This is an optimization exercise on Yosys and OpenROAD, whose aim is small area and a short achievable clock period, not a production implementation.
Only simulation tests tie the RTL to the original design; equivalence was not proved.
The clock input has no modelled driver; a real chip could not lean on it and would need a root buffer or a full tree.
Power is estimated from default activity; no workload was simulated.

==> flow/design.v <==
module packet_sfifo_drop #(
  parameter int DATA_WIDTH   = 32,
  parameter int FIFO_DEPTH   = 64,
  parameter int AFULL_THRESH = FIFO_DEPTH - 8,
  localparam int CW          = $clog2(FIFO_DEPTH) + 1
) (
  input  logic                  clk,
  input  logic                  rst,
  input  logic                  wen,
  input  logic [DATA_WIDTH-1:0] wdata,
  input  logic                  wdrop,
  output logic                  afull,
  output logic                  full,
  output logic [CW-1:0]         wrcnt,
  input  logic                  ren,
  output logic [DATA_WIDTH-1:0] rdata,
  output logic                  empty,
  output logic [CW-1:0]         rdcnt,
  output logic [CW-1:0]         pkt_cnt,
  output logic                  overflow,
  output logic                  underflow,
  output logic                  drop
);
  localparam int AW = CW - 1;
  logic [DATA_WIDTH-1:0] r_mem [FIFO_DEPTH];
  logic [AW-1:0]         r_wptr, r_cptr;              
  logic [7:0]            r_wlo, r_whi;                
  logic [FIFO_DEPTH-1:0] r_rsel;                      
  logic [CW-1:0]         r_wrcnt, r_rdcnt, r_pkt_cnt;
  logic [CW-1:0]         r_pkt_inc, r_pkt_dec;        
  logic                  r_disc, r_full, r_afull, r_nempty;
  logic                  r_wok, r_wovf, r_wc0, r_wc1;    
  logic                  r_overflow, r_underflow, r_drop;
  logic [DATA_WIDTH-1:0] r_rdata;                     
  logic          w_eop, w_acc, w_commit, w_discard, w_ovf, w_rb, w_rd, w_rd_eop, w_hit;
  logic [CW-1:0] w_wrcnt_nxt, w_rdcnt_nxt, w_pkt_nxt, w_pkt_inc_nxt, w_pkt_dec_nxt;
  logic [AW-1:0] w_wptr_nxt;
  logic          w_full_nxt, w_afull_nxt, w_nempty_nxt, w_disc_nxt, w_wc0_nxt, w_wc1_nxt;
  assign wrcnt     = r_wrcnt;
  assign rdcnt     = r_rdcnt;
  assign full      = r_full;
  assign afull     = r_afull;
  assign pkt_cnt   = r_pkt_cnt;
  assign empty     = ~r_nempty;
  assign rdata     = r_rdata;
  assign overflow  = r_overflow;
  assign underflow = r_underflow;
  assign drop      = r_drop;
  assign w_eop     = wdata[DATA_WIDTH-1];
  assign w_acc     = wen & r_wok;
  assign w_commit  = w_acc & w_eop & ~wdrop;
  assign w_discard = w_acc & w_eop & wdrop;
  assign w_ovf     = wen & r_wovf;
  assign w_rb      = w_ovf | w_discard;
  assign w_rd      = ren & r_nempty;
  assign w_rd_eop  = w_rd & r_rdata[DATA_WIDTH-1];
  assign w_hit     = w_acc & (w_rd ? r_wc1 : r_wc0);
  assign w_disc_nxt = r_disc ? ~(wen & w_eop) : (w_ovf & ~w_eop);
  always_comb begin
    if (w_rb) begin
      w_wrcnt_nxt = w_rd ? r_rdcnt - CW'(1) : r_rdcnt;
      w_full_nxt  = ~w_rd & (r_rdcnt == CW'(FIFO_DEPTH));
      w_wc0_nxt   = w_rd ? (r_rdcnt == CW'(1)) : (r_rdcnt == '0);
      w_wc1_nxt   = w_rd ? (r_rdcnt == CW'(2)) : (r_rdcnt == CW'(1));
      w_afull_nxt = w_rd ? (r_rdcnt >= CW'(AFULL_THRESH + 1)) : (r_rdcnt >= CW'(AFULL_THRESH));
    end else if (w_acc & ~w_rd) begin
      w_wrcnt_nxt = r_wrcnt + CW'(1);
      w_full_nxt  = r_wrcnt == CW'(FIFO_DEPTH - 1);
      w_wc0_nxt   = 1'b0;
      w_wc1_nxt   = r_wc0;
      w_afull_nxt = r_wrcnt >= CW'(AFULL_THRESH - 1);
    end else if (~w_acc & w_rd) begin
      w_wrcnt_nxt = r_wrcnt - CW'(1);
      w_full_nxt  = 1'b0;
      w_wc0_nxt   = r_wc1;
      w_wc1_nxt   = r_wrcnt == CW'(2);
      w_afull_nxt = r_wrcnt >= CW'(AFULL_THRESH + 1);
    end else begin
      w_wrcnt_nxt = r_wrcnt;
      w_full_nxt  = r_full;
      w_wc0_nxt   = r_wc0;
      w_wc1_nxt   = r_wc1;
      w_afull_nxt = r_afull;
    end
    if (w_commit) w_rdcnt_nxt = w_rd ? r_wrcnt : r_wrcnt + CW'(1);
    else          w_rdcnt_nxt = w_rd ? r_rdcnt - CW'(1) : r_rdcnt;
    if (w_commit & ~w_rd_eop) begin
      w_pkt_nxt     = r_pkt_inc;
      w_pkt_inc_nxt = r_pkt_inc + CW'(1);
      w_pkt_dec_nxt = r_pkt_cnt;
      w_nempty_nxt = 1'b1;
    end else if (~w_commit & w_rd_eop) begin
      w_pkt_nxt     = r_pkt_dec;
      w_pkt_inc_nxt = r_pkt_cnt;
      w_pkt_dec_nxt = r_pkt_dec - CW'(1);
      w_nempty_nxt = r_pkt_cnt != CW'(1);
    end else begin
      w_pkt_nxt     = r_pkt_cnt;
      w_pkt_inc_nxt = r_pkt_inc;
      w_pkt_dec_nxt = r_pkt_dec;
      w_nempty_nxt = r_nempty;
    end
  end
  logic [DATA_WIDTH-1:0] w_rnext;
  always_comb begin
    w_rnext = '0;
    for (int i = 0; i < FIFO_DEPTH; i++)
      w_rnext = w_rnext | ({DATA_WIDTH{r_rsel[i]}} & r_mem[i]);
  end
  always_ff @(posedge clk)
    for (int i = 0; i < FIFO_DEPTH; i++)
      if (r_whi[i / 8] & r_wlo[i % 8]) r_mem[i] <= wdata;
  assign w_wptr_nxt = w_rb ? r_cptr : r_wptr + AW'(w_acc);
  always_ff @(posedge clk or posedge rst)
    if (rst)        r_rdata <= '0;
    else if (w_hit) r_rdata <= wdata;
    else if (w_rd)  r_rdata <= w_rnext;
  always_ff @(posedge clk or posedge rst)
    if (rst) begin
      r_wptr      <= '0;
      r_wlo       <= 8'b0000_0001;
      r_whi       <= 8'b0000_0001;
      r_cptr      <= '0;
      r_rsel      <= FIFO_DEPTH'(2);
      r_wrcnt     <= '0;
      r_rdcnt     <= '0;
      r_pkt_cnt   <= '0;
      r_pkt_inc   <= CW'(1);
      r_pkt_dec   <= '1;
      r_disc      <= 1'b0;
      r_wok       <= 1'b1;
      r_wovf      <= 1'b0;
      r_wc0       <= 1'b1;
      r_wc1       <= 1'b0;
      r_full      <= 1'b0;
      r_afull     <= 1'b0;
      r_nempty    <= 1'b0;
      r_overflow  <= 1'b0;
      r_underflow <= 1'b0;
      r_drop      <= 1'b0;
    end else begin
      r_wptr      <= w_wptr_nxt;
      r_wlo       <= 8'b1 << w_wptr_nxt[2:0];
      r_whi       <= w_full_nxt ? 8'b0 : 8'b1 << w_wptr_nxt[5:3];
      r_cptr      <= w_commit ? r_wptr + AW'(1) : r_cptr;
      r_rsel      <= w_rd ? {r_rsel[FIFO_DEPTH-2:0], r_rsel[FIFO_DEPTH-1]} : r_rsel;
      r_wrcnt     <= w_wrcnt_nxt;
      r_rdcnt     <= w_rdcnt_nxt;
      r_pkt_cnt   <= w_pkt_nxt;
      r_pkt_inc   <= w_pkt_inc_nxt;
      r_pkt_dec   <= w_pkt_dec_nxt;
      r_disc      <= w_disc_nxt;
      r_wok       <= ~w_full_nxt & ~w_disc_nxt;
      r_wovf      <= w_full_nxt & ~w_disc_nxt;
      r_wc0       <= w_wc0_nxt;
      r_wc1       <= w_wc1_nxt;
      r_full      <= w_full_nxt;
      r_afull     <= w_afull_nxt;
      r_nempty    <= w_nempty_nxt;
      r_overflow  <= w_ovf;
      r_underflow <= ren & ~r_nempty;
      r_drop      <= w_rb;
    end
endmodule
Settings: LEC_CHECK=0, ABC_CLOCK_PERIOD_IN_PS=2200, CAP_MARGIN=20, CORE_MARGIN=2, CORE_UTILIZATION=62, SETUP_SLACK_MARGIN=2.8, SLEW_MARGIN=20; clock period 5.0 ns.
standard.sh (not shown) runs the stock make flow with config.mk's settings and CLKGATE_MAP_FILE= SYNTH_SCRIPT=/design/flow/synth_recipe.tcl, a recipe that flattens the netlist after the stock synthesis.
==> flow/flow/run.sh <==
#!/bin/bash
# The standard layout, with the clock tree built by flow/pre_cts.tcl instead of TritonCTS.
# make's output goes to flow_make.log; each ORFS step keeps its own log under orfs/logs/.
set -euo pipefail
here="$(pwd)"
export PRE_CTS_TCL="$here/flow/pre_cts.tcl"
bash standard.sh > "$here/flow_make.log" 2>&1
==> flow/flow/mytree.tcl <==
# Build a two-level clock tree by hand: a leaf clkbuf_16 for each cluster of about leafsize
# nearby flip-flops, and four root clkbuf_16, each driving a quarter of the leaves (split at
# the median in x, then in y within each half), all fed by the clock port.
proc clock_tree_centroid {grp} {
  set x 0; set y 0
  foreach g $grp { incr x [lindex $g 1]; incr y [lindex $g 2] }
  return [list [expr {$x/[llength $grp]}] [expr {$y/[llength $grp]}]]
}

proc clock_tree_buffer {block master name net_name loc} {
  set inst [odb::dbInst_create $block $master $name]
  $inst setLocation [lindex $loc 0] [lindex $loc 1]
  $inst setPlacementStatus PLACED
  set net [odb::dbNet_create $block $net_name]
  $net setSigType CLOCK
  [$inst findITerm X] connect $net
  return [list $inst $net]
}

proc build_clock_tree {clkport leafsize} {
  set block [ord::get_db_block]
  set cnet [[$block findBTerm $clkport] getNet]
  set buf [[ord::get_db] findMaster sky130_fd_sc_hd__clkbuf_16]
  set sinks {}
  foreach it [$cnet getITerms] {
    set loc [[$it getInst] getLocation]
    lappend sinks [list $it [lindex $loc 0] [lindex $loc 1]]
  }
  set n [llength $sinks]
  set die [$block getDieArea]
  set W [$die xMax]; set H [$die yMax]
  # leaf clusters: vertical strips, cut into chunks along y
  set nclusters [expr {int(ceil(double($n)/$leafsize))}]
  set nstrips [expr {max(1,int(round(sqrt($nclusters * double($W)/$H))))}]
  set sx [lsort -integer -index 1 $sinks]
  set per [expr {int(ceil(double($n)/$nstrips))}]
  set leaves {}
  for {set s 0} {$s < $nstrips} {incr s} {
    set strip [lsort -integer -index 2 [lrange $sx [expr {$s*$per}] [expr {($s+1)*$per-1}]]]
    set m [llength $strip]
    if {$m == 0} continue
    set k [expr {int(ceil(double($m)/$leafsize))}]
    set cs [expr {int(ceil(double($m)/$k))}]
    for {set c 0} {$c < $k} {incr c} {
      set grp [lrange $strip [expr {$c*$cs}] [expr {($c+1)*$cs-1}]]
      if {[llength $grp] == 0} continue
      set loc [clock_tree_centroid $grp]
      set li [llength $leaves]
      lassign [clock_tree_buffer $block $buf "clkleaf_$li" "clknet_leaf_$li" $loc] inst net
      foreach g $grp { set it [lindex $g 0]; $it disconnect; $it connect $net }
      lappend leaves [list $inst {*}$loc]
    }
  }
  # roots: halves by x, then halves by y, each with the same number of leaves
  set lx [lsort -integer -index 1 $leaves]
  set h [expr {([llength $lx] + 1) / 2}]
  set quarters {}
  foreach half [list [lrange $lx 0 [expr {$h-1}]] [lrange $lx $h end]] {
    set hy [lsort -integer -index 2 $half]
    set q [expr {([llength $hy] + 1) / 2}]
    lappend quarters [lrange $hy 0 [expr {$q-1}]] [lrange $hy $q end]
  }
  set r 0
  foreach grp $quarters {
    if {[llength $grp] == 0} continue
    lassign [clock_tree_buffer $block $buf "clkroot_$r" "clknet_root_$r" [clock_tree_centroid $grp]] inst net
    foreach g $grp { [[lindex $g 0] findITerm A] connect $net }
    [$inst findITerm A] connect $cnet
    incr r
  }
  $cnet setSigType CLOCK
  puts "clock tree: $n sinks, [llength $leaves] leaves, $r roots"
}

# Move each output port's buffer next to the cell that drives it, so the long wire to the
# pin is driven by the buffer rather than by a small flip-flop.
proc move_output_buffers {} {
  set block [ord::get_db_block]
  set moved 0
  foreach bt [$block getBTerms] {
    if {[$bt getIoType] ne "OUTPUT"} continue
    set net [$bt getNet]
    foreach it [$net getITerms] {
      if {![$it isOutputSignal]} continue
      set binst [$it getInst]
      foreach in [$binst getITerms] {
        if {![$in isInputSignal]} continue
        set inet [$in getNet]
        if {$inet eq "NULL"} continue
        foreach d [$inet getITerms] {
          if {[$d isOutputSignal]} {
            set loc [[$d getInst] getLocation]
            $binst setLocation [lindex $loc 0] [lindex $loc 1]
            incr moved
          }
        }
      }
    }
  }
  puts "moved $moved output buffers"
}
==> flow/flow/pre_cts.tcl <==
# Run by ORFS's cts step (PRE_CTS_TCL) in place of clock_tree_synthesis: moves each output
# port's buffer next to its driver, then builds a balanced two-level clock tree (see
# mytree.tcl) with less insertion delay than TritonCTS's three levels.
source [file join [file dirname [info script]] mytree.tcl]
move_output_buffers
build_clock_tree clk 20
rename clock_tree_synthesis __orig_clock_tree_synthesis
proc clock_tree_synthesis {args} {
  puts "clock_tree_synthesis skipped: the clock tree was built by pre_cts.tcl"
  set_propagated_clock [all_clocks]
}
Change:
- CORE_UTILIZATION: 62 -> 55
=> Via count hardly moves. Wire length grows by 1.1%. Worst setup slack is better by 0.16 ns. Clock power rose by about 0.4%. Die area increases by 13%. Cell area barely changes. Final cell count went up by 2.4%. Maximum frequency is higher by 6.9%. Global-route usage goes down by 5.8 points. Total power stays flat. Sequential share of layout area drops by 0.17 points.
Change:
- PLACE_DENSITY: unset -> 0.72
Cell area rises by 0.36%.
Utilization rises by 0.22 points.
Hold slack degrades by 0.0045 ns.
Routed wire length falls by 3.4%.
Change:
--- a/flow/flow/mytree.tcl
+++ b/flow/flow/mytree.tcl
@@ -1,2 +1,2 @@
-# Build a two-level clock tree by hand: a leaf clkbuf_16 for each cluster of about leafsize
-# nearby flip-flops, and four root clkbuf_16, each driving a quarter of the leaves (split at
+# Build a two-level clock tree by hand: a leaf buffer (leafcell) for each cluster of about
+# leafsize nearby flip-flops, and four root clkbuf_16, each driving a quarter of the leaves (split at
@@ -20 +20 @@
-proc build_clock_tree {clkport leafsize} {
+proc build_clock_tree {clkport leafsize {leafcell sky130_fd_sc_hd__clkbuf_16}} {
@@ -23,0 +24 @@
+  set lbuf [[ord::get_db] findMaster $leafcell]
@@ -49 +50 @@
-      lassign [clock_tree_buffer $block $buf "clkleaf_$li" "clknet_leaf_$li" $loc] inst net
+      lassign [clock_tree_buffer $block $lbuf "clkleaf_$li" "clknet_leaf_$li" $loc] inst net
--- a/flow/flow/pre_cts.tcl
+++ b/flow/flow/pre_cts.tcl
@@ -6 +6 @@
-build_clock_tree clk 20
+build_clock_tree clk 16 sky130_fd_sc_hd__clkbuf_8
- PLACE_DENSITY: 0.72 -> unset
- The changed run passed the timing, DRC and antenna checks
- final area decreases slightly
- routed wire length increases by a few percent
- via count decreases by a few percent
- total power decreases by a few percent
- die area does not change
- critical path depth is unchanged
- area after synthesis does not change
- synthesized cell count does not change
- global-route usage increases by 1.9 points
No run of this note takes its clock network from TritonCTS; it comes from the design's own scripts or RTL.

-- static timing again, ports no longer ideal --
How much do the figures lean on ideal ports? The routed layouts below were timed once more, with nothing changed but the port constraints. Step 1 assumes that a clkbuf_16 drives the clock port and a buf_2 every other input. Step 2 moves the port delays by t, midway between the first and last clock arrival at a register: inputs arrive t later, outputs are due t later. That takes back most of the time a late clock gives input paths. Three values: no drivers, after step 1, after step 2; two values: the first two.
| run | t (ns) | setup slack, ns | worst setup path after step 2 |
|---|---|---|---|
| the first run | 0.847 | 2.570 / 2.566 / 2.171 | input to register |
| the second run | 0.843 | 2.726 / 2.572 / 2.227 | input, reset recovery |
| the third run | 0.873 | 2.672 / 2.534 / 2.228 | input to register |
| the fourth run | 0.804 | 2.737 / 2.586 / 2.231 | input, reset recovery |
After both steps every run listed still meets setup and hold. For the fourth run, which loses most, drivers alone change the setup slack by -0.151 ns; drivers and shift together by -0.506 ns. The worst setup slack also covers recovery checks on asynchronous resets.
